This is an optimization exercise on Yosys and OpenROAD, whose aim is small area and few clock cycles per item, not a production implementation. The RTL was checked by simulation tests, not by an equivalence proof against the original design. Power and IR drop assume default switching activity.

## flow/config.mk

```make
export PLATFORM = sky130hd
export DESIGN_NAME = llc_hit_miss_top
export DESIGN_NICKNAME = llc_hit_miss_top
export VERILOG_FILES = /design/flow/design.v
export SDC_FILE = /design/flow/constraint.sdc
export NUM_CORES = 4
export LEC_CHECK = 0
export CAP_MARGIN = 20
export CORE_MARGIN = 2
export CORE_UTILIZATION = 40
export SLEW_MARGIN = 20
```

## flow/constraint.sdc

```tcl
create_clock -name core_clock -period 10.0 [get_ports {clk_i}]
set_input_delay 2.0000 -clock core_clock [delete_from_list [all_inputs] [get_ports {clk_i}]]
set_output_delay 2.0000 -clock core_clock [all_outputs]
set_load 0.01 [all_outputs]
```

## flow/design.v

```verilog
`default_nettype none
package llc_pkg;
  localparam int unsigned addr_width   = 32;
  localparam int unsigned id_width     = 4;
  localparam int unsigned offset_width = 4;
  localparam int unsigned index_width  = 4;
  localparam int unsigned num_ways     = 4;
  localparam int unsigned tag_width    = addr_width - index_width - offset_width;
  localparam int unsigned num_sets     = 2 ** index_width;
  typedef logic [addr_width-1:0]  addr_t;
  typedef logic [id_width-1:0]    id_t;
  typedef logic [index_width-1:0] index_t;
  typedef logic [tag_width-1:0]   tag_t;
  typedef logic [num_ways-1:0]    way_ind_t;
  typedef struct packed {
    addr_t addr;
    id_t   id;
    logic  rw;
  } desc_in_t;
  typedef struct packed {
    addr_t    addr;
    id_t      id;
    logic     rw;
    way_ind_t way_ind;
    logic     refill;
    logic     evict;
    tag_t     evict_tag;
  } desc_out_t;
  typedef struct packed {
    index_t index;
    tag_t   tag;
    logic   dirty;
  } tag_req_t;
  typedef struct packed {
    way_ind_t way_ind;
    logic     hit;
    logic     evict;
    tag_t     evict_tag;
  } tag_res_t;
  typedef struct packed {
    index_t   index;
    way_ind_t way_ind;
  } lock_t;
endpackage
`default_nettype wire
`default_nettype none
module llc_tag_store
(
  input  logic                  clk_i,
  input  logic                  rst_n_i,
  input  llc_pkg::index_t       index_i,
  input  llc_pkg::tag_t         tag_i,
  input  logic                  rw_i,
  output llc_pkg::tag_res_t     res_o,
  input  logic                  update_i
);
  llc_pkg::tag_t     tag_q   [llc_pkg::num_sets][llc_pkg::num_ways];
  llc_pkg::way_ind_t dirty_q [llc_pkg::num_sets];
  logic [2:0]        state_q [llc_pkg::num_sets];
  logic [2:0]        st;
  llc_pkg::way_ind_t set_valid;
  llc_pkg::way_ind_t set_dirty;
  llc_pkg::way_ind_t hit_vec;
  llc_pkg::tag_t     set_tag [llc_pkg::num_ways];
  llc_pkg::way_ind_t vic_ind;
  logic              hit;
  assign st        = state_q[index_i];
  always_comb begin
    for (int w = 0; w < llc_pkg::num_ways; w++) begin
      set_tag[w] = tag_q[index_i][w];
    end
  end
  assign set_dirty = dirty_q[index_i];
  always_comb begin
    for (int w = 0; w < llc_pkg::num_ways; w++) begin
      set_valid[w] = st[2] || (st[1:0] > 2'(w));
      hit_vec[w]   = set_valid[w] && (set_tag[w] == tag_i);
      vic_ind[w]   = (st[1:0] == 2'(w));
    end
  end
  assign hit = |hit_vec;
  assign res_o.hit       = hit;
  assign res_o.way_ind   = hit ? hit_vec : vic_ind;
  assign res_o.evict     = !hit && st[2] && set_dirty[st[1:0]];
  assign res_o.evict_tag = set_tag[st[1:0]];
  always_ff @(posedge clk_i) begin
    for (int s = 0; s < llc_pkg::num_sets; s++) begin
      if (!rst_n_i) begin
        state_q[s] <= '0;
      end else if (update_i && !hit && (index_i == llc_pkg::index_t'(s))) begin
        state_q[s] <= (state_q[s] == 3'd7) ? 3'd4 : state_q[s] + 3'd1;
      end
    end
  end
  always_ff @(posedge clk_i) begin
    for (int s = 0; s < llc_pkg::num_sets; s++) begin
      for (int w = 0; w < llc_pkg::num_ways; w++) begin
        if (update_i && (index_i == llc_pkg::index_t'(s))) begin
          if (!hit && vic_ind[w]) begin
            tag_q[s][w] <= tag_i;
          end
          if ((!hit && vic_ind[w]) || (hit_vec[w] && rw_i)) begin
            dirty_q[s][w] <= rw_i;
          end
        end
      end
    end
  end
endmodule
`default_nettype wire
`default_nettype none
module llc_lock_table
(
  input  logic           clk_i,
  input  logic           rst_n_i,
  input  llc_pkg::lock_t lock_i,
  input  logic           lock_req_i,
  output logic           locked_o,
  input  llc_pkg::lock_t unlock_i,
  input  logic           unlock_valid_i
);
  llc_pkg::way_ind_t lock_q [llc_pkg::num_sets];
  assign locked_o = |(lock_q[lock_i.index] & lock_i.way_ind);
  always_ff @(posedge clk_i) begin
    for (int s = 0; s < llc_pkg::num_sets; s++) begin
      if (!rst_n_i) begin
        lock_q[s] <= '0;
      end else begin
        lock_q[s] <= (lock_q[s]
                      & ~((unlock_valid_i && (unlock_i.index == llc_pkg::index_t'(s))) ? unlock_i.way_ind : '0))
                     | ((lock_req_i && (lock_i.index == llc_pkg::index_t'(s))) ? lock_i.way_ind : '0);
      end
    end
  end
endmodule
`default_nettype wire
`default_nettype none
module llc_hit_miss_ctrl
(
  input  logic               clk_i,
  input  logic               rst_n_i,
  input  llc_pkg::desc_in_t  desc_i,
  input  logic               valid_i,
  output logic               ready_o,
  output llc_pkg::desc_out_t desc_o,
  output logic               hit_valid_o,
  input  logic               hit_ready_i,
  output logic               miss_valid_o,
  input  logic               miss_ready_i,
  output llc_pkg::index_t    index_o,
  output llc_pkg::tag_t      tag_o,
  output logic               rw_o,
  input  llc_pkg::tag_res_t  tag_res_i,
  output logic               update_o,
  output llc_pkg::lock_t     lock_o,
  output logic               lock_req_o,
  input  logic               locked_i
);
  logic              busy_q;
  llc_pkg::desc_in_t desc_q;
  logic              out_valid;
  logic              xfer;
  assign index_o = desc_q.addr[llc_pkg::offset_width +: llc_pkg::index_width];
  assign tag_o   = desc_q.addr[llc_pkg::offset_width + llc_pkg::index_width +: llc_pkg::tag_width];
  assign rw_o    = desc_q.rw;
  assign desc_o.addr      = desc_q.addr;
  assign desc_o.id        = desc_q.id;
  assign desc_o.rw        = desc_q.rw;
  assign desc_o.way_ind   = tag_res_i.way_ind;
  assign desc_o.refill    = !tag_res_i.hit;
  assign desc_o.evict     = tag_res_i.evict;
  assign desc_o.evict_tag = tag_res_i.evict_tag;
  assign lock_o.index   = index_o;
  assign lock_o.way_ind = tag_res_i.way_ind;
  assign out_valid    = busy_q && !locked_i;
  assign hit_valid_o  = out_valid && tag_res_i.hit;
  assign miss_valid_o = out_valid && !tag_res_i.hit;
  assign xfer = (hit_valid_o && hit_ready_i) || (miss_valid_o && miss_ready_i);
  assign update_o   = xfer;
  assign lock_req_o = xfer;
  assign ready_o = !busy_q || xfer;
  always_ff @(posedge clk_i) begin
    if (!rst_n_i) begin
      busy_q <= 1'b0;
    end else if (valid_i && ready_o) begin
      busy_q <= 1'b1;
    end else if (xfer) begin
      busy_q <= 1'b0;
    end
  end
  always_ff @(posedge clk_i) begin
    if (valid_i && ready_o) begin
      desc_q <= desc_i;
    end
  end
endmodule
`default_nettype wire
`default_nettype none
module llc_hit_miss
#(
  parameter int unsigned num_locks = 4
) (
  input  logic               clk_i,
  input  logic               rst_n_i,
  input  llc_pkg::desc_in_t  desc_i,
  input  logic               valid_i,
  output logic               ready_o,
  output llc_pkg::desc_out_t desc_o,
  output logic               hit_valid_o,
  input  logic               hit_ready_i,
  output logic               miss_valid_o,
  input  logic               miss_ready_i,
  input  llc_pkg::lock_t     unlock_i,
  input  logic               unlock_valid_i
);
  llc_pkg::index_t   index;
  llc_pkg::tag_t     tag;
  logic              rw;
  llc_pkg::tag_res_t tag_res;
  logic              update;
  llc_pkg::lock_t    lock;
  logic              lock_req;
  logic              locked;
  llc_hit_miss_ctrl u_ctrl (
    .clk_i        (clk_i),
    .rst_n_i      (rst_n_i),
    .desc_i       (desc_i),
    .valid_i      (valid_i),
    .ready_o      (ready_o),
    .desc_o       (desc_o),
    .hit_valid_o  (hit_valid_o),
    .hit_ready_i  (hit_ready_i),
    .miss_valid_o (miss_valid_o),
    .miss_ready_i (miss_ready_i),
    .index_o      (index),
    .tag_o        (tag),
    .rw_o         (rw),
    .tag_res_i    (tag_res),
    .update_o     (update),
    .lock_o       (lock),
    .lock_req_o   (lock_req),
    .locked_i     (locked)
  );
  llc_tag_store u_tag_store (
    .clk_i    (clk_i),
    .rst_n_i  (rst_n_i),
    .index_i  (index),
    .tag_i    (tag),
    .rw_i     (rw),
    .res_o    (tag_res),
    .update_i (update)
  );
  llc_lock_table u_lock_table (
    .clk_i          (clk_i),
    .rst_n_i        (rst_n_i),
    .lock_i         (lock),
    .lock_req_i     (lock_req),
    .locked_o       (locked),
    .unlock_i       (unlock_i),
    .unlock_valid_i (unlock_valid_i)
  );
endmodule
`default_nettype wire
`default_nettype none
module llc_hit_miss_top
(
  input  logic        clk_i,
  input  logic        rst_n_i,
  input  logic [31:0] in_addr_i,
  input  logic [3:0]  in_id_i,
  input  logic        in_rw_i,
  input  logic        valid_i,
  output logic             ready_o,
  output logic [31:0]      out_addr_o,
  output logic [3:0]       out_id_o,
  output logic             out_rw_o,
  output logic [3:0]       out_way_ind_o,
  output logic             out_refill_o,
  output logic             out_evict_o,
  output logic [23:0]      out_evict_tag_o,
  output logic             hit_valid_o,
  input  logic        hit_ready_i,
  output logic             miss_valid_o,
  input  logic        miss_ready_i,
  input  logic [3:0]  unlock_index_i,
  input  logic [3:0]  unlock_way_ind_i,
  input  logic        unlock_valid_i
);
  llc_pkg::desc_in_t  desc_in;
  llc_pkg::desc_out_t desc_out;
  llc_pkg::lock_t     unlock;
  assign desc_in.addr = in_addr_i;
  assign desc_in.id   = in_id_i;
  assign desc_in.rw   = in_rw_i;
  assign unlock.index   = unlock_index_i;
  assign unlock.way_ind = unlock_way_ind_i;
  assign out_addr_o      = desc_out.addr;
  assign out_id_o        = desc_out.id;
  assign out_rw_o        = desc_out.rw;
  assign out_way_ind_o   = desc_out.way_ind;
  assign out_refill_o    = desc_out.refill;
  assign out_evict_o     = desc_out.evict;
  assign out_evict_tag_o = desc_out.evict_tag;
  llc_hit_miss #(
    .num_locks (4)
  ) u_hit_miss (
    .clk_i          (clk_i),
    .rst_n_i        (rst_n_i),
    .desc_i         (desc_in),
    .valid_i        (valid_i),
    .ready_o        (ready_o),
    .desc_o         (desc_out),
    .hit_valid_o    (hit_valid_o),
    .hit_ready_i    (hit_ready_i),
    .miss_valid_o   (miss_valid_o),
    .miss_ready_i   (miss_ready_i),
    .unlock_i       (unlock),
    .unlock_valid_i (unlock_valid_i)
  );
endmodule
`default_nettype wire
```

## flow/run.sh

```bash
#!/bin/bash
# synth_recipe.tcl (not shown) runs the flow's synth.tcl, then flattens the netlist and writes it again
# the make line also repeats each setting of config.mk as NAME=value (left out here)
make -C /OpenROAD-flow-scripts/flow DESIGN_CONFIG=/design/flow/config.mk WORK_HOME=/design/flow/orfs CLKGATE_MAP_FILE= SYNTH_SCRIPT=/design/flow/synth_recipe.tcl finish
```

==> results of run 1 <==
-- through the flow --
stage / area, µm² / setup WS [ns] / power, µW / hold WS, ns / util
5_1_grt: 84100 / 0.344 / 16800 / 0.491 / 0.467
6_report: 84200 / 0.289 / 16600 / 0.477 / 0.467
3_5_place_dp: 78200 / 1.36 / 9810 / 0.462 / 0.433
3_3_place_gp: 78100 / 1.23 / 9810 / 0.452 / 0.433
2_1_floorplan: 72400 / 2.74 / 8920 / 0.435 / -
4_1_cts: 84100 / 0.412 / 16400 / 0.475 / 0.466
-- power breakdown --
| group | total (µW) | leakage (µW) | switching (µW) | internal [µW] |
|---|---|---|---|---|
| sequential | 8060 | 0.0156 | 22.5 | 8040 |
| clock | 6800 | 0.00285 | 3060 | 3740 |
| combinational | 1690 | 0.00884 | 1270 | 426 |
-- worst min path at each step --
stage                                               start  cells past startpoint                                    end  slack (ns)
floorplan            u_hit_miss.u_lock_table.lock_q[8][2]                      2   u_hit_miss.u_lock_table.lock_q[8][2]        0.43
global placement     u_hit_miss.u_lock_table.lock_q[9][2]                      2   u_hit_miss.u_lock_table.lock_q[9][2]        0.45
detailed placement  u_hit_miss.u_lock_table.lock_q[12][0]                      2  u_hit_miss.u_lock_table.lock_q[12][0]        0.46
CTS                 u_hit_miss.u_lock_table.lock_q[12][0]                      2  u_hit_miss.u_lock_table.lock_q[12][0]        0.48
global route         u_hit_miss.u_lock_table.lock_q[9][2]                      2   u_hit_miss.u_lock_table.lock_q[9][2]        0.49
finish              u_hit_miss.u_lock_table.lock_q[12][0]                      2  u_hit_miss.u_lock_table.lock_q[12][0]        0.48
-- placed cells by master, fill, tap and decap left out, types with 33 or more instances in the layout --
master,instances
a21oi_1,132
a221oi_1,64
a22o_1,87
a22oi_1,276
and3_1,56
buf_12,33
buf_4,294
clkbuf_1,47
clkbuf_16,181
clkdlybuf4s50_1,119
clkinv_1,37
dfxtp_1,113
edfxtp_1,1637
mux2_2,42
mux2i_1,216
nand2_1,302
nand3_1,136
nand3b_1,64
nor2_1,107
nor2_4,62
nor3_1,60
nor4_1,33
o21ai_0,107
o22a_1,35
o22ai_1,108
or3b_2,34
xnor2_1,34
-- area by class of cell --
cell class,instances,area share
flip-flops and latches,1750,0.611
well taps,2370,0.0352
repair buffers,449,0.0487
multi-input cells,2645,0.233
clock buffers,234,0.0569
clock inverters,99,0.0134
diodes,18,0.000535
inverters,29,0.00129
-- logic make-up (layout without fill, tap and decap cells) --
group	count (synthesis)	after routing	synth area share
other	0	18	0
AOI/OAI and AO/OA	1120	1120	0.115
adders and majority gates	16	16	0.00276
buffers and inverters	388	811	0.0289
muxes	297	297	0.0470
xor gates and xnor gates	66	66	0.00798
and+or+nand+nor	1146	1146	0.0881
DFF	1750	1750	0.710
-- metal layers --
layer  part of all wire  vias to the layer above  wire length, µm  GRT usage
met5             0.0010                        -              351    0.00598
met4              0.081                       30            27700      0.241
met2               0.41                     5028           139000      0.502
met3               0.15                     1087            51000      0.135
met1               0.36                    26700           122000      0.467
li1                   -                    19800                -          -
-- sequential cells by signal, indices dropped and copies added (netlist names) --
signal                          count
u_hit_miss.u_tag_store.tag_q     1536
u_hit_miss.u_lock_table.lock_q     64
u_hit_miss.u_tag_store.dirty_q     64
u_hit_miss.u_tag_store.state_q     48
u_hit_miss.u_ctrl.desc_q           37
u_hit_miss.u_ctrl.busy_q            1
-- critical path: stages, from the launching register on --
cell and delay, ns:
edfxtp_1 1.10, buf_12 0.34, and3_1 0.86, a22oi_1 0.26, o221ai_1 0.64, or3_1 0.37
xnor2_1 0.12, or4_1 0.67, nor3b_1 0.25, buf_4 0.18, a211oi_1 0.07, o21a_1 0.29
a221o_1 0.40, buf_4 0.24, nor2_1 0.34, clkdlybuf4s50_1 0.61
==> out/metrics.csv, run 1 <==
stage,metric,value,unit
route,detailed-router iteration count before antenna repair,9,
synth,Synth async-reset ratio,0,
synth,"Warnings, synthesis",8,
route,total number of vias,52700,
critical_path,R2R cell count,17,
pwr,leakage,0.0273,µW
die,Die Height,430,µm
clocking,total CTS buffers,181,
synth,most common flop cell mapped by yosys,edfxtp_1,
sta,part of the cycle the worst path needs,0.971,
sta,Slew HR,0.0890,
critical_path,crit path launch,u_hit_miss.u_ctrl.desc_q[10],
sta,"Slew Viols, Final",0,
critical_path,CP Max Fanout,38,
route,starting DRC count in detailed routing,10600,
placed_design,GPL Wtd Cong,1.06,
sta,RSZ-0062 raised after global routing,false,
critical_path,reg2reg setup slack,1.38,ns
synth,Synth Area per Inst,15.1,µm²
clocking,CTS tree,yes,
synth,sequential area share after synthesis,0.710,
global_route,first-pass GRT wire length,446000,µm
route,Detail Route Antenna Nets,0,
synth,Area contributors post-synth,"edfxtp_1 (68%), dfxtp_1 (3.1%), mux2i_1 (3.0%)",
clocking,worst-skew pair later-pin latency,0.91,ns
synth,post-synthesis cell count,4783,
die,# IOs,121,
critical_path,Crit path required time,8.00,ns
global_route,grt ovf,0,
pwr,VDD IR-drop max,0.000158,V
sta,Max Clk Rate,103,MHz
clocking,root buffer cell,clkbuf_16,
synth,Synth Register Bits,1750,
critical_path,CP Data Arrival Time,7.71,ns
sta,Worst Max-Slew Pin Slew,1.37,ns
critical_path,WS Path Type,reg -> out,
layout,# nets final,5123,
clocking,Post-CTS Hold Fix Bufs,0,
global_route,initial antenna violation count,36,
synth,commonest cells in the netlist,"edfxtp_1 (1637), nand2_1 (306), a22oi_1 (276)",
layout,layout cells sized above 1,0.162,
clocking,"Reg clk slew, reported paths",0.06,ns
route,via/cell ratio,6.94,
layout,# fillers,15700,
route,DRC,0,
job,total of max-cap violations,0,
critical_path,r2r endpoint,u_hit_miss.u_tag_store.tag_q[6][6],
placed_design,placed insts,7240,
clocking,setup bufs post-CTS,0,
critical_path,Crit Reg-Reg Startpoint,u_hit_miss.u_ctrl.desc_q[10],
clocking,post-CTS resize count,0,
placed_design,PortBufs,120,
pwr,PwrDens,197,mW/mm²
die,Die Area,0.185,mm²
sta,min Tclk post-route,9.71,ns
clocking,clock buffer depth,3,
route,final WL,341000,µm
sta,"Hold Vio Cnt, Final",0,
layout,Post-Layout Cell Count,7594,
die,Core Region,0.180,mm²
route,wire per inst,44.9,µm
critical_path,Worst setup EP type,primary output,
synth,"count leader, synth",edfxtp_1,
synth,syn nets,4850,
sta,final setup fails,0,
layout,Sequential Area,0.0514,mm²
global_route,gr usage total,0.361,
critical_path,Critical Path Sink,hit_valid_o,
die,Initial Util,0.402,
synth,post-synthesis cell area,0.0724,mm²
synth,post-synth top area cell,edfxtp_1,
outcome,status,no timing/DRC/antenna violations,
sta,clk_skew,0.0913,ns
synth,post-synth top area share,0.679,
critical_path,crit start category,register,
clocking,CTS Sinks,1750,
synth,Cell variety after synth,103,
synth,"EDFF count, synth",1637,
clocking,H-tree Lvls,4,
die,Rows,156,
die,Die W,430,µm
placed_design,HPWL Detailed,223000,µm
min_path,Hold Crit Class,reg -> reg,
global_route,pin count of the biggest net entering global routing,98,
sta,setup TNS,0,ns
global_route,vias in the first global route,47700,
layout,area grow syn2layout,16.2,%
layout,Multi-input gate area,0.0196,mm²
Testbench counts, summed over its fixed seeds: cycles 38,520, items 24,000.
==> run 2: changes to the inputs <==
--- a/flow/design.v
+++ b/flow/design.v
@@ -112,3 +112,5 @@
 module llc_lock_table
-(
+#(
+  parameter int unsigned num_locks = 6
+) (
   input  logic           clk_i,
@@ -121,12 +123,43 @@
 );
-  llc_pkg::way_ind_t lock_q [llc_pkg::num_sets];
-  assign locked_o = |(lock_q[lock_i.index] & lock_i.way_ind);
+  typedef logic [llc_pkg::index_width+1:0] line_t;
+  logic [num_locks-1:0] ent_valid_q;
+  line_t                ent_q [num_locks];
+  line_t                lock_line;
+  line_t                unlock_line;
+  llc_pkg::way_ind_t    set_locked;
+  logic [num_locks-1:0] unlock_vec;
+  logic [num_locks-1:0] free_vec;
+  logic                 free_found;
+  assign lock_line   = {lock_i.index,
+                        lock_i.way_ind[3] | lock_i.way_ind[2],
+                        lock_i.way_ind[3] | lock_i.way_ind[1]};
+  assign unlock_line = {unlock_i.index,
+                        unlock_i.way_ind[3] | unlock_i.way_ind[2],
+                        unlock_i.way_ind[3] | unlock_i.way_ind[1]};
+  always_comb begin
+    set_locked = '0;
+    free_found = 1'b0;
+    for (int i = 0; i < num_locks; i++) begin
+      if (ent_valid_q[i] && (ent_q[i][2 +: llc_pkg::index_width] == lock_i.index)) begin
+        set_locked[ent_q[i][1:0]] = 1'b1;
+      end
+      unlock_vec[i] = unlock_valid_i && ent_valid_q[i] && (ent_q[i] == unlock_line);
+      free_vec[i]   = !ent_valid_q[i] && !free_found;
+      if (!ent_valid_q[i]) begin
+        free_found = 1'b1;
+      end
+    end
+  end
+  assign locked_o = (|(set_locked & lock_i.way_ind)) || (&ent_valid_q);
+  always_ff @(posedge clk_i) begin
+    if (!rst_n_i) begin
+      ent_valid_q <= '0;
+    end else begin
+      ent_valid_q <= (ent_valid_q & ~unlock_vec) | (lock_req_i ? free_vec : '0);
+    end
+  end
   always_ff @(posedge clk_i) begin
-    for (int s = 0; s < llc_pkg::num_sets; s++) begin
-      if (!rst_n_i) begin
-        lock_q[s] <= '0;
-      end else begin
-        lock_q[s] <= (lock_q[s]
-                      & ~((unlock_valid_i && (unlock_i.index == llc_pkg::index_t'(s))) ? unlock_i.way_ind : '0))
-                     | ((lock_req_i && (lock_i.index == llc_pkg::index_t'(s))) ? lock_i.way_ind : '0);
+    for (int i = 0; i < num_locks; i++) begin
+      if (lock_req_i && free_vec[i]) begin
+        ent_q[i] <= lock_line;
       end
@@ -200,3 +233,3 @@
 #(
-  parameter int unsigned num_locks = 4
+  parameter int unsigned num_locks = 6
 ) (
@@ -252,3 +285,5 @@
   );
-  llc_lock_table u_lock_table (
+  llc_lock_table #(
+    .num_locks (num_locks)
+  ) u_lock_table (
     .clk_i          (clk_i),
@@ -304,3 +339,3 @@
   llc_hit_miss #(
-    .num_locks (4)
+    .num_locks (6)
   ) u_hit_miss (
--- a/flow/config.mk
+++ b/flow/config.mk
@@ -7,5 +7,8 @@
 export LEC_CHECK = 0
-export CAP_MARGIN = 20
+export CAP_MARGIN = 0
 export CORE_MARGIN = 2
-export CORE_UTILIZATION = 40
-export SLEW_MARGIN = 20
+export CORE_UTILIZATION = 65
+export CTS_CLUSTER_DIAMETER = 80
+export CTS_CLUSTER_SIZE = 25
+export SETUP_SLACK_MARGIN = 0.5
+export SLEW_MARGIN = 0
==> run 2 against run 1 <==
Effect of this change: utilization increased by 25 points; worst setup slack improved by 0.25 ns; still clean on timing, DRC and antenna; sequential share of layout area increased by 4.9 points; largest cell class unchanged; sequential power fell by 1%; clock power down 45%.
==> out/metrics.csv, run 2 <==
stage,metric,value,unit,change
clocking,root buffer cell,clkbuf_16,,
synth,"Warnings, synthesis",8,,unchanged
placed_design,DP Area,0.0755,mm²,-3.4%
outcome,status,no timing/DRC/antenna violations,,
critical_path,CP Max Fanout,74,,+95%
placed_design,PortBufs,119,,-0.83%
layout,top flop regs,"u_hit_miss.u_tag_store.tag_q: 1536 flops, u_hit_miss.u_tag_store.dirty_q: 64 flops, u_hit_miss.u_tag_store.state_q: 48 flops",,
placed_design,GPL Wtd Cong,1.06,,+0.35%
min_path,beginning of the worst hold path,u_hit_miss.u_tag_store.state_q[14][2],,
layout,# nets final,4906,,-4.2%
die,Initial Util,0.656,,+0.254
critical_path,Crit Reg-Reg Startpoint,u_hit_miss.u_ctrl.desc_q[12],,
layout,layout cells sized above 1,0.131,,-0.0310
die,Core Region,0.109,mm²,-40%
pwr,PwrDens,170,mW/mm²,-13%
synth,"EDFF count, synth",1673,,+2.2%
sta,Max Clk Rate,106,MHz,+2.6%
layout,max reg flops,1536,,unchanged
route,via/cell ratio,7.81,,+13%
synth,post-synthesis cell count,4684,,-2.1%
critical_path,WS Path Type,reg -> out,,
synth,syn nets,4751,,-2.0%
global_route,first-pass GRT wire length,368000,µm,-18%
synth,post-synthesis cell area,0.0715,mm²,-1.3%
synth,Synth Area per Inst,15.3,µm²,+0.75%
job,total of max-cap violations,0,,unchanged
global_route,vias in the first global route,44800,,-6.0%
sta,final setup fails,0,,unchanged
route,final WL,274000,µm,-19%
synth,Synth Register Bits,1728,,-1.3%
layout,Biggest register,u_hit_miss.u_tag_store.tag_q,,
layout,area grow syn2layout,8.84,%,
synth,Cell variety after synth,105,,+1.9%
sta,min Tclk post-route,9.46,ns,-0.246 ns
layout,"most common cell after layout, fill and taps aside",edfxtp_1,,
route,wire per inst,43.6,µm,-2.8%
critical_path,Crit path required time,8.00,ns,about the same
critical_path,crit start category,register,,
placed_design,placed insts,6170,,-15%
die,Die Height,336,µm,-22%
min_path,Worst Hold End,u_hit_miss.u_tag_store.state_q[14][2],,
pwr,VDD IR-drop max,0.000160,V,+1.3%
global_route,gr usage total,0.487,,+0.126
route,detailed-router iteration count before antenna repair,9,,unchanged
clocking,worst-skew pair later-pin latency,0.74,ns,-0.17 ns
min_path,Worst Hold Depth,2,,unchanged
sta,"Hold Vio Cnt, Final",0,,unchanged
global_route,initial antenna violation count,43,,+19%
min_path,Hold Crit Class,reg -> reg,,
global_route,pin count of the biggest net entering global routing,102,,+4.1%
sta,final setup margin,0.535,ns,+0.246 ns
critical_path,reg2reg setup slack,1.79,ns,+0.41 ns
synth,post-synth top area share,0.703,,+0.0243
clocking,H-tree Lvls,3,,-1
global_route,grt ovf,0,,unchanged
sta,Worst Max-Slew Pin Slew,1.34,ns,-0.0236 ns
synth,post-synth top area cell,edfxtp_1,,
layout,Post-Layout Cell Count,6293,,-17%
route,total number of vias,49200,,-6.7%
synth,most common flop cell mapped by yosys,edfxtp_1,,
layout,most frequent cells in the layout,"edfxtp_1 (1673), buf_4 (277), mux2i_1 (221), a21oi_1 (211), a22oi_1 (199)",,
synth,sequential area share after synthesis,0.718,,+0.00848
critical_path,r2r endpoint,u_hit_miss.u_tag_store.tag_q[24][19],,
clocking,clock buffer depth,3,,unchanged
pwr,leakage,0.0248,µW,-9.4%
die,Rows,121,,-22%
sta,part of the cycle the worst path needs,0.946,,-0.0246
critical_path,R2R cell count,16,,-1
critical_path,Worst setup EP type,primary output,,
sta,Slew HR,0.105,,+0.0158
synth,commonest cells in the netlist,"edfxtp_1 (1673), nor2_1 (254), mux2i_1 (221)",,
synth,Synth async-reset ratio,0,,unchanged
clocking,"Reg clk slew, reported paths",0.11,ns,+0.05 ns
synth,"count leader, synth",edfxtp_1,,
pwr,Tot Pwr,13300,µW,-20%
sta,clk_skew,0.0298,ns,-0.0615 ns
clocking,total CTS buffers,81,,-55%
clocking,CTS Sinks,1728,,-1.3%
die,Die Area,0.113,mm²,-39%
sta,setup TNS,0,ns,unchanged
route,Detail Route Antenna Nets,0,,unchanged
clocking,CTS tree,yes,,
clocking,Post-CTS Hold Fix Bufs,0,,unchanged
die,Die W,336,µm,-22%
clocking,post-CTS resize count,0,,unchanged
route,DRC,0,,unchanged
route,starting DRC count in detailed routing,10200,,-3.0%
synth,Area contributors post-synth,"edfxtp_1 (70%), mux2i_1 (3.1%), a22oi_1 (2.1%)",,
die,# IOs,121,,unchanged
sta,RSZ-0062 raised after global routing,false,,
sta,"Slew Viols, Final",0,,unchanged
placed_design,pre-CTS setup slack,1.72,ns,+0.366 ns
clocking,setup bufs post-CTS,0,,unchanged
critical_path,CP Data Arrival Time,7.46,ns,-0.25 ns
placed_design,HPWL Detailed,177000,µm,-21%
layout,final instance area,0.0778,mm²,-7.6%
-- run 2: power by group --
part           leakage, µW  switching, µW  internal [µW]
clock              0.00110           2250           1520
sequential          0.0155           20.1           7960
combinational      0.00816           1090            408
total               0.0248           3360           9890
-- run 2: cell type report --
type / instances / area (µm²)
multi-input combinational: 2576 / 18600
timing repair buffer: 412 / 3590
fill: 7081 / 31200
sequential: 1728 / 51300
tap: 1414 / 1770
antenna: 20 / 50.0
inverter: 40 / 150
clock buffer: 91 / 2090
clock inverter: 12 / 158
-- run 2: cells by family after synthesis --
group / count (synthesis) / share of synthesized area
AO/OA/AOI/OAI: 1109 / 0.110
buffers and inverters: 380 / 0.0283
XOR/XNOR: 125 / 0.0153
adder cells (fa/ha/maj): 16 / 0.00280
AND/OR/NAND/NOR: 1055 / 0.0837
multiplexers: 271 / 0.0412
flip-flops: 1728 / 0.718
-- run 2: per-layer routing --
layer  routed length, µm  up-vias  global-route usage
li1                    -    18900                   -
met1               89100    24000               0.626
met2              113000     5003               0.672
met3               47700     1163               0.199
met5                 274        -                   0
met4               24600       40               0.344
-- run 2: stage by stage --
stage | hold WS [ns] | util
floorplan | 0.451 | -
global placement | 0.468 | 0.693
detailed placement | 0.477 | 0.693
CTS | 0.497 | 0.713
global route | 0.530 | 0.713
finish | 0.502 | 0.714
-- run 2: how the worst max path moves through the flow --
stage,from,endpoint
4_1_cts,u_hit_miss.u_ctrl.desc_q[11],ready_o
3_5_place_dp,u_hit_miss.u_ctrl.desc_q[11],ready_o
3_3_place_gp,u_hit_miss.u_ctrl.desc_q[11],ready_o
5_1_grt,u_hit_miss.u_ctrl.desc_q[12],ready_o
2_1_floorplan,u_hit_miss.u_ctrl.desc_q[9],ready_o
6_report,u_hit_miss.u_ctrl.desc_q[11],ready_o
-- run 2: worst max-delay path: stages, from the launching register on --
cell and delay (ns):
edfxtp_1 0.80, buf_12 0.40, nand2b_1 0.52, nor2_1 0.88
a221oi_1 0.33, o211ai_1 0.82, and3_1 0.30, o21ai_0 0.11
nand4b_1 0.20, or4_1 0.65, nand3_2 0.22, inv_2 0.10
mux2_4 0.44, a21boi_2 0.27, inv_1 0.06, clkdlybuf4s50_1 0.48
Testbench counts of run 2, summed over its fixed seeds: cycles 38,282, items 24,000.
==> run 3: changes to the inputs <==
--- a/flow/design.v
+++ b/flow/design.v
@@ -48,13 +48,19 @@
 (
-  input  logic                  clk_i,
-  input  logic                  rst_n_i,
-  input  llc_pkg::index_t       index_i,
-  input  llc_pkg::tag_t         tag_i,
-  input  logic                  rw_i,
-  output llc_pkg::tag_res_t     res_o,
-  input  logic                  update_i
+  input  logic              clk_i,
+  input  logic              rst_n_i,
+  input  llc_pkg::index_t   index_i,
+  input  llc_pkg::tag_t     tag_i,
+  input  logic              rw_i,
+  output logic              can_update_o,
+  output llc_pkg::tag_res_t res_o,
+  input  logic              update_i
 );
-  llc_pkg::tag_t     tag_q   [llc_pkg::num_sets][llc_pkg::num_ways];
+  llc_pkg::tag_t     ring_q  [llc_pkg::num_sets][llc_pkg::num_ways];
   llc_pkg::way_ind_t dirty_q [llc_pkg::num_sets];
   logic [2:0]        state_q [llc_pkg::num_sets];
+  logic [1:0]        turn_q;
+  logic              pw_valid_q;
+  llc_pkg::index_t   pw_index_q;
+  llc_pkg::tag_t     pw_tag_q;
+  logic              pw_high_q;
   logic [2:0]        st;
@@ -62,13 +68,23 @@
   llc_pkg::way_ind_t set_dirty;
+  llc_pkg::tag_t     row [llc_pkg::num_ways];
+  llc_pkg::way_ind_t pos_match;
   llc_pkg::way_ind_t hit_vec;
-  llc_pkg::tag_t     set_tag [llc_pkg::num_ways];
   llc_pkg::way_ind_t vic_ind;
+  logic [1:0]        vic_pos;
   logic              hit;
+  logic              miss_now;
+  logic              miss_later;
+  logic              wr0;
+  logic              wr2;
+  llc_pkg::tag_t     wdata0;
+  llc_pkg::tag_t     wdata2;
+  llc_pkg::index_t   windex0;
+  llc_pkg::index_t   windex2;
   assign st        = state_q[index_i];
+  assign set_dirty = dirty_q[index_i];
   always_comb begin
-    for (int w = 0; w < llc_pkg::num_ways; w++) begin
-      set_tag[w] = tag_q[index_i][w];
+    for (int p = 0; p < llc_pkg::num_ways; p++) begin
+      row[p] = ring_q[index_i][p];
     end
   end
-  assign set_dirty = dirty_q[index_i];
   always_comb begin
@@ -76,7 +92,13 @@
       set_valid[w] = st[2] || (st[1:0] > 2'(w));
-      hit_vec[w]   = set_valid[w] && (set_tag[w] == tag_i);
       vic_ind[w]   = (st[1:0] == 2'(w));
     end
+    for (int p = 0; p < llc_pkg::num_ways; p++) begin
+      pos_match[p] = (row[p] == tag_i);
+    end
+    for (int w = 0; w < llc_pkg::num_ways; w++) begin
+      hit_vec[w] = set_valid[w] && pos_match[2'(w) + turn_q];
+    end
   end
-  assign hit = |hit_vec;
+  assign hit     = |hit_vec;
+  assign vic_pos = st[1:0] + turn_q;
   assign res_o.hit       = hit;
@@ -84,3 +106,27 @@
   assign res_o.evict     = !hit && st[2] && set_dirty[st[1:0]];
-  assign res_o.evict_tag = set_tag[st[1:0]];
+  assign res_o.evict_tag = row[vic_pos];
+  assign miss_now   = !hit && vic_pos[0];
+  assign miss_later = !hit && !vic_pos[0];
+  assign can_update_o = !(pw_valid_q && ((pw_index_q == index_i)
+                                         || (miss_now && (pw_high_q == !vic_pos[1]))));
+  assign wr0     = (pw_valid_q && !pw_high_q) || (update_i && miss_now && vic_pos[1]);
+  assign wr2     = (pw_valid_q &&  pw_high_q) || (update_i && miss_now && !vic_pos[1]);
+  assign wdata0  = (pw_valid_q && !pw_high_q) ? pw_tag_q : tag_i;
+  assign wdata2  = (pw_valid_q &&  pw_high_q) ? pw_tag_q : tag_i;
+  assign windex0 = (pw_valid_q && !pw_high_q) ? pw_index_q : index_i;
+  assign windex2 = (pw_valid_q &&  pw_high_q) ? pw_index_q : index_i;
+  always_ff @(posedge clk_i) begin
+    if (!rst_n_i) begin
+      turn_q     <= '0;
+      pw_valid_q <= 1'b0;
+    end else begin
+      turn_q     <= turn_q + 2'd1;
+      pw_valid_q <= update_i && miss_later;
+    end
+  end
+  always_ff @(posedge clk_i) begin
+    pw_index_q <= index_i;
+    pw_tag_q   <= tag_i;
+    pw_high_q  <= !vic_pos[1];
+  end
   always_ff @(posedge clk_i) begin
@@ -96,10 +142,14 @@
     for (int s = 0; s < llc_pkg::num_sets; s++) begin
+      ring_q[s][1] <= ring_q[s][0];
+      ring_q[s][3] <= ring_q[s][2];
+      ring_q[s][0] <= (wr0 && (windex0 == llc_pkg::index_t'(s))) ? wdata0 : ring_q[s][3];
+      ring_q[s][2] <= (wr2 && (windex2 == llc_pkg::index_t'(s))) ? wdata2 : ring_q[s][1];
+    end
+  end
+  always_ff @(posedge clk_i) begin
+    for (int s = 0; s < llc_pkg::num_sets; s++) begin
       for (int w = 0; w < llc_pkg::num_ways; w++) begin
-        if (update_i && (index_i == llc_pkg::index_t'(s))) begin
-          if (!hit && vic_ind[w]) begin
-            tag_q[s][w] <= tag_i;
-          end
-          if ((!hit && vic_ind[w]) || (hit_vec[w] && rw_i)) begin
-            dirty_q[s][w] <= rw_i;
-          end
+        if (update_i && (index_i == llc_pkg::index_t'(s))
+            && ((!hit && vic_ind[w]) || (hit_vec[w] && rw_i))) begin
+          dirty_q[s][w] <= rw_i;
         end
@@ -185,2 +235,3 @@
   output logic               rw_o,
+  input  logic               can_update_i,
   input  llc_pkg::tag_res_t  tag_res_i,
@@ -207,3 +258,3 @@
   assign lock_o.way_ind = tag_res_i.way_ind;
-  assign out_valid    = busy_q && !locked_i;
+  assign out_valid    = busy_q && !locked_i && can_update_i;
   assign hit_valid_o  = out_valid && tag_res_i.hit;
@@ -251,2 +302,3 @@
   logic              rw;
+  logic              can_update;
   llc_pkg::tag_res_t tag_res;
@@ -270,2 +322,3 @@
     .rw_o         (rw),
+    .can_update_i (can_update),
     .tag_res_i    (tag_res),
@@ -282,2 +335,3 @@
     .rw_i     (rw),
+    .can_update_o (can_update),
     .res_o    (tag_res),
==> run 3 against run 2 <==
Effect of this change: total power grew 0.60%; non-clock buffer count grew 21; now fails the layout checks on capacitance limit, slew limit; cell count is 15% higher; wire length grew 13%; largest cell class unchanged; final area is 5.1% lower; utilization rose by 0.15 points.
==> out/metrics.csv, run 3 <==
stage,metric,value,unit,change
synth,post-synth top area cell,dfxtp_1,,
sta,Max Clk Rate,104,MHz,-2.0%
sta,part of the cycle the worst path needs,0.965,,+0.0189
clocking,CTS Sinks,1760,,+1.9%
global_route,first-pass GRT wire length,414000,µm,+13%
synth,Area contributors post-synth,"dfxtp_1 (48%), mux2_2 (9.7%), edfxtp_1 (6.1%)",,
die,Rows,118,,-2.5%
die,Die Area,0.106,mm²,-5.6%
placed_design,GPL Wtd Cong,1.09,,+3.1%
layout,final instance area,0.0738,mm²,-5.1%
die,Die Height,326,µm,-2.8%
sta,"Slew Viols, Final",12,,+12
layout,most frequent cells in the layout,"dfxtp_1 (1623), mux2_2 (579), buf_4 (268), mux2i_1 (221), nand2_1 (217)",,
outcome,status,failed layout checks,,
critical_path,R2R cell count,16,,unchanged
layout,# nets final,5849,,+19%
outcome,SO Viols,"capacitance limit, slew limit",,
synth,"EDFF count, synth",137,,-92%
synth,"count leader, synth",dfxtp_1,,
synth,commonest cells in the netlist,"dfxtp_1 (1623), mux2_2 (579), mux2i_1 (221)",,
sta,final setup fails,0,,unchanged
global_route,grt ovf,0,,unchanged
synth,"Warnings, synthesis",8,,unchanged
global_route,gr usage total,0.563,,+0.0764
layout,max reg flops,1536,,unchanged
route,total number of vias,56800,,+16%
die,Core Region,0.103,mm²,-5.3%
placed_design,pre-CTS setup slack,1.03,ns,-0.696 ns
sta,final setup margin,0.346,ns,-0.189 ns
clocking,root buffer cell,clkbuf_16,,
pwr,VDD IR-drop max,0.000194,V,+21%
route,wire per inst,42.8,µm,-1.9%
placed_design,HPWL Detailed,201000,µm,+13%
synth,Cell variety after synth,113,,+7.6%
job,total of max-cap violations,1,,+1
synth,Synth Area per Inst,11.8,µm²,-23%
clocking,CTS tree,yes,,
critical_path,CP Data Arrival Time,7.65,ns,+0.19 ns
sta,setup TNS,0,ns,unchanged
sta,Worst Max-Slew Pin Slew,1.55,ns,+0.209 ns
synth,post-synthesis cell count,5729,,+22%
sta,clk_skew,0.0476,ns,+0.0178 ns
route,detailed-router iteration count before antenna repair,10,,+1
clocking,H-tree Lvls,3,,unchanged
die,# IOs,121,,unchanged
sta,RSZ-0062 raised after global routing,false,,
clocking,worst-skew pair later-pin latency,0.75,ns,about the same
layout,top flop regs,"u_hit_miss.u_tag_store.ring_q: 1536 flops, u_hit_miss.u_tag_store.dirty_q: 64 flops, u_hit_miss.u_tag_store.state_q: 48 flops",,
sta,Slew HR,-0.0346,,-0.139
route,Detail Route Antenna Nets,0,,unchanged
die,Initial Util,0.654,,-0.00204
global_route,initial antenna violation count,50,,+16%
global_route,vias in the first global route,51600,,+15%
clocking,clock buffer depth,3,,unchanged
layout,final core utilization,0.715,,+0.00149
critical_path,Worst setup EP type,primary output,,
critical_path,crit start category,register,,
synth,Synth async-reset ratio,0,,unchanged
route,starting DRC count in detailed routing,12200,,+19%
synth,most common flop cell mapped by yosys,dfxtp_1,,
synth,post-synthesis cell area,0.0675,mm²,-5.6%
pwr,PwrDens,181,mW/mm²,+6.0%
route,via/cell ratio,7.84,,+0.32%
route,DRC,0,,unchanged
synth,sequential area share after synthesis,0.543,,-0.176
critical_path,CP Max Fanout,31,,-58%
layout,"most common cell after layout, fill and taps aside",dfxtp_1,,
synth,syn nets,5797,,+22%
clocking,total CTS buffers,82,,+1.2%
critical_path,WS Path Type,reg -> out,,
layout,area grow syn2layout,9.41,%,
synth,Synth Register Bits,1760,,+1.9%
clocking,"Reg clk slew, reported paths",0.10,ns,about the same
sta,"Hold Vio Cnt, Final",0,,unchanged
pwr,leakage,0.0283,µW,+14%
min_path,Hold Crit Class,reg -> reg,,
global_route,pin count of the biggest net entering global routing,71,,-30%
placed_design,DP Area,0.0711,mm²,-5.8%
die,Die W,326,µm,-2.8%
placed_design,PortBufs,119,,unchanged
layout,layout cells sized above 1,0.213,,+0.0814
critical_path,Crit path required time,8.00,ns,about the same
sta,min Tclk post-route,9.65,ns,+0.189 ns
synth,post-synth top area share,0.482,,-0.221
min_path,Worst Hold Depth,0,,-2
route,final WL,310000,µm,+13%
layout,Biggest register,u_hit_miss.u_tag_store.ring_q,,
## run 3: cell types whose count changed in the layout (fill, tap and decap cells not counted), moves of 28 or more
cell      delta
mux2_1     +159
nor2_2      -39
mux2_4      +56
edfxtp_1  -1536
dfxtp_1   +1568
diode_2     +34
a21boi_0    +34
nand2_1     +85
mux2_2     +548
buf_12      +30
nand3b_1    +28
## run 3: final cells by class
class,instances,area [µm²]
diodes,54,135
clock buffers,107,2210
clock inverters,12,144
fillers,7444,29400
inverters,43,161
multi-input cells,3461,28700
flip-flops and latches,1760,36600
well taps,1380,1730
repair buffers,433,4120
## run 3: critical path, stage by stage, from the launching register on
cell             delay [ns]
edfxtp_1               0.80
buf_4                  0.51
or2_2                  0.63
a21oi_1                0.14
a2111oi_1              0.85
a22oi_1                0.33
a22oi_1                0.60
o2111ai_1              0.41
nor3_4                 0.56
a21oi_1                0.20
or4_4                  0.47
a32o_1                 0.29
o22ai_1                0.18
nand4_1                0.20
nand2_1                0.14
clkdlybuf4s50_1        0.55
## run 3: metal layers
metal | vias up | global-route usage | share of wire
met5 | - | 0.000444 | 0.0015
met4 | 40 | 0.447 | 0.10
met2 | 6084 | 0.732 | 0.37
met1 | 27400 | 0.704 | 0.34
met3 | 1862 | 0.273 | 0.18
li1 | 21400 | - | -
## run 3: timing repair
item                                   in CTS  in global routing
pin swaps                                   1                  1
resized for setup                           1                  9
setup endpoints to repair                   2                  2
buffers inserted                           11                  2
gates cloned                                0                  0
hold buffers                                0                  0
endpoints found under the hold margin       0                  0
## run 3: power breakdown
| group | internal (µW) | switching [µW] | total [µW] |
|---|---|---|---|
| Combinational | 537 | 1090 | 1630 |
| Sequential | 7490 | 275 | 7770 |
| Clock | 1590 | 2350 | 3940 |
## run 3: path summary, 6_finish.rpt
kind,startpoint,end,slack [ns]
max,u_hit_miss.u_ctrl.desc_q[11],ready_o,0.35
min,u_hit_miss.u_tag_store.ring_q[54][1],u_hit_miss.u_tag_store.ring_q[55][1],0.34
max reg2reg,u_hit_miss.u_ctrl.desc_q[11],u_hit_miss.u_tag_store.ring_q[10][9],1.71
min reg2reg,u_hit_miss.u_tag_store.ring_q[54][1],u_hit_miss.u_tag_store.ring_q[55][1],0.34
## run 3: kinds of logic after synthesis
logic type | count (synthesis) | synth area share
buffers and inverters | 508 | 0.0390
adder cells (fa/ha/maj) | 17 | 0.00315
XOR/XNOR | 105 | 0.0136
flip-flops | 1760 | 0.543
AND/OR/NAND/NOR | 1084 | 0.0934
AO/OA/AOI/OAI | 1215 | 0.132
multiplexers | 1040 | 0.176
## run 3: per-stage QoR
stage               hold WS [ns]  power [µW]  std cells
detailed placement         0.328        9370       7064
CTS                        0.335       13100       7194
floorplan                  0.323        8590       5729
global placement           0.327        9350       7064
finish                     0.336       13300       7250
global route               0.344       13500       7198
Testbench counts of run 3, summed over its fixed seeds: cycles 39,457, items 24,000.
==> run 4: changes to the inputs <==
--- a/flow/design.v
+++ b/flow/design.v
@@ -192,4 +192,6 @@
     for (int i = 0; i < num_locks; i++) begin
-      if (ent_valid_q[i] && (ent_q[i][2 +: llc_pkg::index_width] == lock_i.index)) begin
-        set_locked[ent_q[i][1:0]] = 1'b1;
+      for (int w = 0; w < llc_pkg::num_ways; w++) begin
+        set_locked[w] = set_locked[w]
+                        | (ent_valid_q[i] && (ent_q[i][2 +: llc_pkg::index_width] == lock_i.index)
+                           && (ent_q[i][1:0] == 2'(w)));
       end
--- a/flow/config.mk
+++ b/flow/config.mk
@@ -7,5 +7,5 @@
 export LEC_CHECK = 0
-export CAP_MARGIN = 0
+export CAP_MARGIN = 20
 export CORE_MARGIN = 2
-export CORE_UTILIZATION = 65
+export CORE_UTILIZATION = 55
 export CTS_CLUSTER_DIAMETER = 80
@@ -13,2 +13,2 @@
 export SETUP_SLACK_MARGIN = 0.5
-export SLEW_MARGIN = 0
+export SLEW_MARGIN = 20
==> run 4 against run 3 <==
Effect of this change: now clean on timing, DRC and antenna; largest cell class unchanged; largest power group unchanged; critical path type unchanged; clock skew grew 0.0040 ns; sequential share of layout area rose by 0.56 points; highest routed layer unchanged; cell count is 4.4% higher; combinational power rose by 28%.
==> out/metrics.csv, run 4 <==
stage,metric,value,unit,change
outcome,status,no timing/DRC/antenna violations,,
sta,clk_skew,0.0516,ns,+0.00403 ns
sta,Slew HR,0.0558,,+0.0904
sta,"Slew Viols, Final",0,,-12
critical_path,"delay-heaviest family, CP",simple AND/OR/NAND/NOR gates,,
layout,max reg flops,1536,,unchanged
critical_path,critical path's slowest cell,and2_2,,
min_path,Worst Hold Depth,0,,unchanged
pwr,Comb power frac,0.144,,+0.022
sta,Worst Max-Slew Pin Slew,1.41,ns,-0.141 ns
synth,post-synthesis cell count,5858,,+2.3%
layout,Biggest register,u_hit_miss.u_tag_store.ring_q,,
critical_path,Bufs and invs on worst path,4,,+2
synth,"Warnings, synthesis",8,,unchanged
global_route,initial antenna violation count,55,,+10%
min_path,Worst Hold End,u_hit_miss.u_tag_store.ring_q[31][2],,
pwr,switching pwr,4280,µW,+15%
critical_path,critical path's largest stage delay,0.87,ns,+0.02 ns
die,Die Height,350,µm,+7.2%
sta,part of the cycle the worst path needs,0.969,,+0.00407
die,Rows,126,,+6.8%
synth,"count leader, synth",dfxtp_1,,
critical_path,R2R cell count,18,,+2
synth,Cell variety after synth,99,,-12%
die,Die Area,0.122,mm²,+15%
clocking,total CTS buffers,84,,+2.4%
global_route,gr usage total,0.565,,+0.00205
layout,# nets final,5943,,+1.6%
synth,most common flop cell mapped by yosys,dfxtp_1,,
sta,min Tclk post-route,9.69,ns,+0.0407 ns
critical_path,crit start category,register,,
route,DRC,0,,unchanged
layout,# fillers,9753,,+31%
sta,setup TNS,0,ns,unchanged
die,Core Region,0.118,mm²,+15%
route,detailed-router iteration count before antenna repair,14,,+4
synth,commonest cells in the netlist,"dfxtp_1 (1623), a22o_1 (467), o22a_1 (412)",,
min_path,Hold Crit Class,reg -> reg,,
global_route,first-pass GRT wire length,467000,µm,+13%
route,starting DRC count in detailed routing,13200,,+8.6%
placed_design,pre-CTS setup slack,0.977,ns,-0.0502 ns
global_route,pin count of the biggest net entering global routing,92,,+30%
sta,final setup margin,0.306,ns,-0.0407 ns
placed_design,HPWL Detailed,231000,µm,+15%
clocking,CTS tree,yes,,
route,via/cell ratio,8.03,,+2.5%
route,wire per inst,47.1,µm,+10%
synth,"EDFF count, synth",137,,unchanged
critical_path,CP Max Fanout,44,,+42%
synth,post-synth top area share,0.494,,+0.0125
pwr,Switching Fraction,0.296,,+0.0173
route,Detail Route Antenna Nets,0,,unchanged
die,Initial Util,0.555,,-0.0983
layout,top flop regs,"u_hit_miss.u_tag_store.ring_q: 1536 flops, u_hit_miss.u_tag_store.dirty_q: 64 flops, u_hit_miss.u_tag_store.state_q: 48 flops",,
pwr,VDD IR-drop max,0.000200,V,+3.1%
job,total of max-cap violations,0,,-1
synth,Synth Register Bits,1760,,unchanged
placed_design,PortBufs,119,,unchanged
critical_path,WS Path Type,reg -> out,,
placed_design,GPL Wtd Cong,1.09,,-0.50%
synth,sequential area share after synthesis,0.557,,+0.0141
synth,post-synthesis cell area,0.0658,mm²,-2.5%
clocking,CTS Sinks,1760,,unchanged
critical_path,Crit Reg-Reg Startpoint,u_hit_miss.u_ctrl.desc_q[9],,
layout,Sequential Area,0.0366,mm²,unchanged
global_route,grt ovf,0,,unchanged
synth,Synth async-reset ratio,0,,unchanged
sta,final setup fails,0,,unchanged
critical_path,Crit path required time,8.00,ns,about the same
pwr,sequential group share of total power,0.567,,-0.016
synth,syn nets,5926,,+2.2%
route,total number of vias,60800,,+6.9%
clocking,root buffer cell,clkbuf_16,,
global_route,vias in the first global route,54100,,+4.9%
clocking,Post-CTS Hold Fix Bufs,0,,unchanged
critical_path,Most common cell on crit path,buf_4,,
clocking,worst-skew pair later-pin latency,0.77,ns,+0.02 ns
pwr,PwrDens,198,mW/mm²,+9.8%
synth,Synth Area per Inst,11.2,µm²,-4.7%
layout,most frequent cells in the layout,"dfxtp_1 (1623), a22o_1 (467), o22a_1 (412), nand2_1 (282), mux2i_1 (275)",,
die,Die W,350,µm,+7.2%
critical_path,r2r endpoint,u_hit_miss.u_tag_store.ring_q[14][9],,
sta,"Hold Vio Cnt, Final",0,,unchanged
critical_path,reg2reg setup slack,1.63,ns,-0.08 ns
layout,Multi-input gate area,0.0274,mm²,-4.7%
clocking,clock buffer depth,3,,unchanged
critical_path,crit path launch,u_hit_miss.u_ctrl.desc_q[9],,
layout,layout cells sized above 1,0.117,,-0.0951
sta,RSZ-0062 raised after global routing,false,,
pwr,Int Power,10200,µW,+5.9%
sta,Max Clk Rate,103,MHz,-0.42%
critical_path,CP Data Arrival Time,7.69,ns,+0.04 ns
layout,area grow syn2layout,11.0,%,
die,# IOs,121,,unchanged
synth,post-synth top area cell,dfxtp_1,,
critical_path,Worst setup EP type,primary output,,
min_path,beginning of the worst hold path,u_hit_miss.u_tag_store.ring_q[30][2],,
clocking,H-tree Lvls,3,,unchanged
pwr,leakage,0.0268,µW,-5.3%
clocking,"Reg clk slew, reported paths",0.10,ns,about the same
layout,"most common cell after layout, fill and taps aside",dfxtp_1,,
route,final WL,356000,µm,+15%
synth,Area contributors post-synth,"dfxtp_1 (49%), edfxtp_1 (6.3%), a22o_1 (6.2%)",,
critical_path,crit-path cells,"buf_12, buf_4, and2_2, buf_4, a22oi_1, o22ai_1, or4_1, xnor2_1, nor4_1, and4_1, a211oi_1, a2111oi_4, o22ai_2, a211o_4, a221oi_4, nand2b_1, clkdlybuf4s50_1",,
pwr,Clock Power Share,0.289,,-0.006
==> run 4: power groups by stage <==
| stage | combinational, µW | clock, µW | sequential (µW) |
|---|---|---|---|
| after global placement | 1870 | 0 | 8300 |
| after global routing | 2040 | 4350 | 8230 |
| after floorplan | 1020 | 0 | 8130 |
| after CTS | 1890 | 4090 | 8150 |
| final | 2090 | 4180 | 8200 |
| after detailed placement | 1880 | 0 | 8310 |
==> run 4: through the flow <==
stage                      util  total power [µW]  hold slack (ns)  area, µm²  instances
after CTS                 0.612             14100            0.333      72500       7494
after global routing      0.615             14600            0.340      72900       7520
after detailed placement  0.590             10200            0.328      69800       7358
final                     0.616             14500            0.325      73000       7567
after global placement    0.589             10200            0.326      69800       7354
after floorplan               -              9150            0.323      65800       5858
==> run 4: cell families (layout without fill, tap and decap cells) <==
| group | Yosys count | count (layout) | share of synthesized area |
|---|---|---|---|
| multiplexers | 343 | 343 | 0.0585 |
| flip-flops | 1760 | 1760 | 0.557 |
| AND/OR/NAND/NOR | 1219 | 1219 | 0.103 |
| other | 0 | 48 | 0 |
| AO/OA/AOI/OAI | 1851 | 1851 | 0.222 |
| XOR/XNOR | 118 | 118 | 0.0157 |
| adder cells (fa/ha/maj) | 17 | 17 | 0.00323 |
| buffers and inverters | 550 | 611 | 0.0404 |
==> run 4: layer usage <==
layer  GRT usage  wire length [µm]  part of all wire
met1       0.685            123000              0.34
met3       0.315             64200              0.18
met2       0.730            132000              0.37
met4       0.439             36600              0.10
met5     0.00706               722            0.0020
==> run 4: timing repair <==
action	4_1_cts	5_1_grt
setup buffers	6	24
setup endpoints to repair	6	8
gates cloned	0	1
pin swaps	1	3
resized for setup	5	25
==> run 4: worst max path at each step <==
stage / depth (start not counted) / endpoint
global placement: 16 / ready_o
detailed placement: 16 / ready_o
global route: 18 / ready_o
finish: 17 / ready_o
CTS: 16 / ready_o
floorplan: 17 / ready_o
==> run 4: final cells by class <==
cell class / instances / share of cell area
tap: 1600 / 0.0274
multi-input combinational: 3548 / 0.375
clock buffer: 110 / 0.0316
timing repair buffer: 436 / 0.0569
inverter: 45 / 0.00231
clock inverter: 20 / 0.00348
sequential: 1760 / 0.502
antenna: 48 / 0.00165
==> run 4: worst reg2reg max path, stage by stage (launching register included) <==
cell and delay (ns):
edfxtp_1 0.58, buf_12 0.31, buf_4 0.44, and2_2 0.88
buf_4 0.44, a22oi_1 0.15, o22ai_1 0.27, or4_1 0.22
xnor2_1 0.11, nor4_1 0.66, and4_1 0.62, a211oi_1 0.20
a2111oi_4 0.42, o22ai_2 0.17, a211oi_4 0.59, a31oi_4 0.35
nor2_4 1.06, buf_4 0.61, o22a_1 0.24
Testbench counts of run 4, summed over its fixed seeds: cycles 39,457, items 24,000.

==> static timing again, ports no longer ideal <==
The results above use ideal ports. As a check the final layouts listed here were re-extracted and re-timed, cells and wires unchanged.
Step 1: set_driving_cell puts a clkbuf_16 on clk_i and a buf_2 on each other input, an assumption about the parent block.
Step 2 moves the port delays by t, midway between the first and last clock arrival at a register: inputs arrive t later, outputs are due t later. That takes back most of the time a late clock gives input paths.
Slacks: ideal ports / drivers / drivers and shift; pairs: ideal ports / drivers.
run | shift t [ns] | setup WS [ns] | worst setup path at the end | slew at the worst register clock pin (ns) | cell pins on the clock port's net
run 1 | 0.946 | 0.289 / 0.209 / 1.154 | register to output | 0.07 / 0.07 | 1
run 2 | 0.810 | 0.535 / 0.452 / 1.262 | register to output | 0.11 / 0.11 | 1
run 3 | 0.808 | 0.346 / 0.264 / 1.072 | register to output | 0.11 / 0.11 | 1
run 4 | 0.826 | 0.306 / 0.223 / 1.049 | register to output | 0.11 / 0.11 | 1
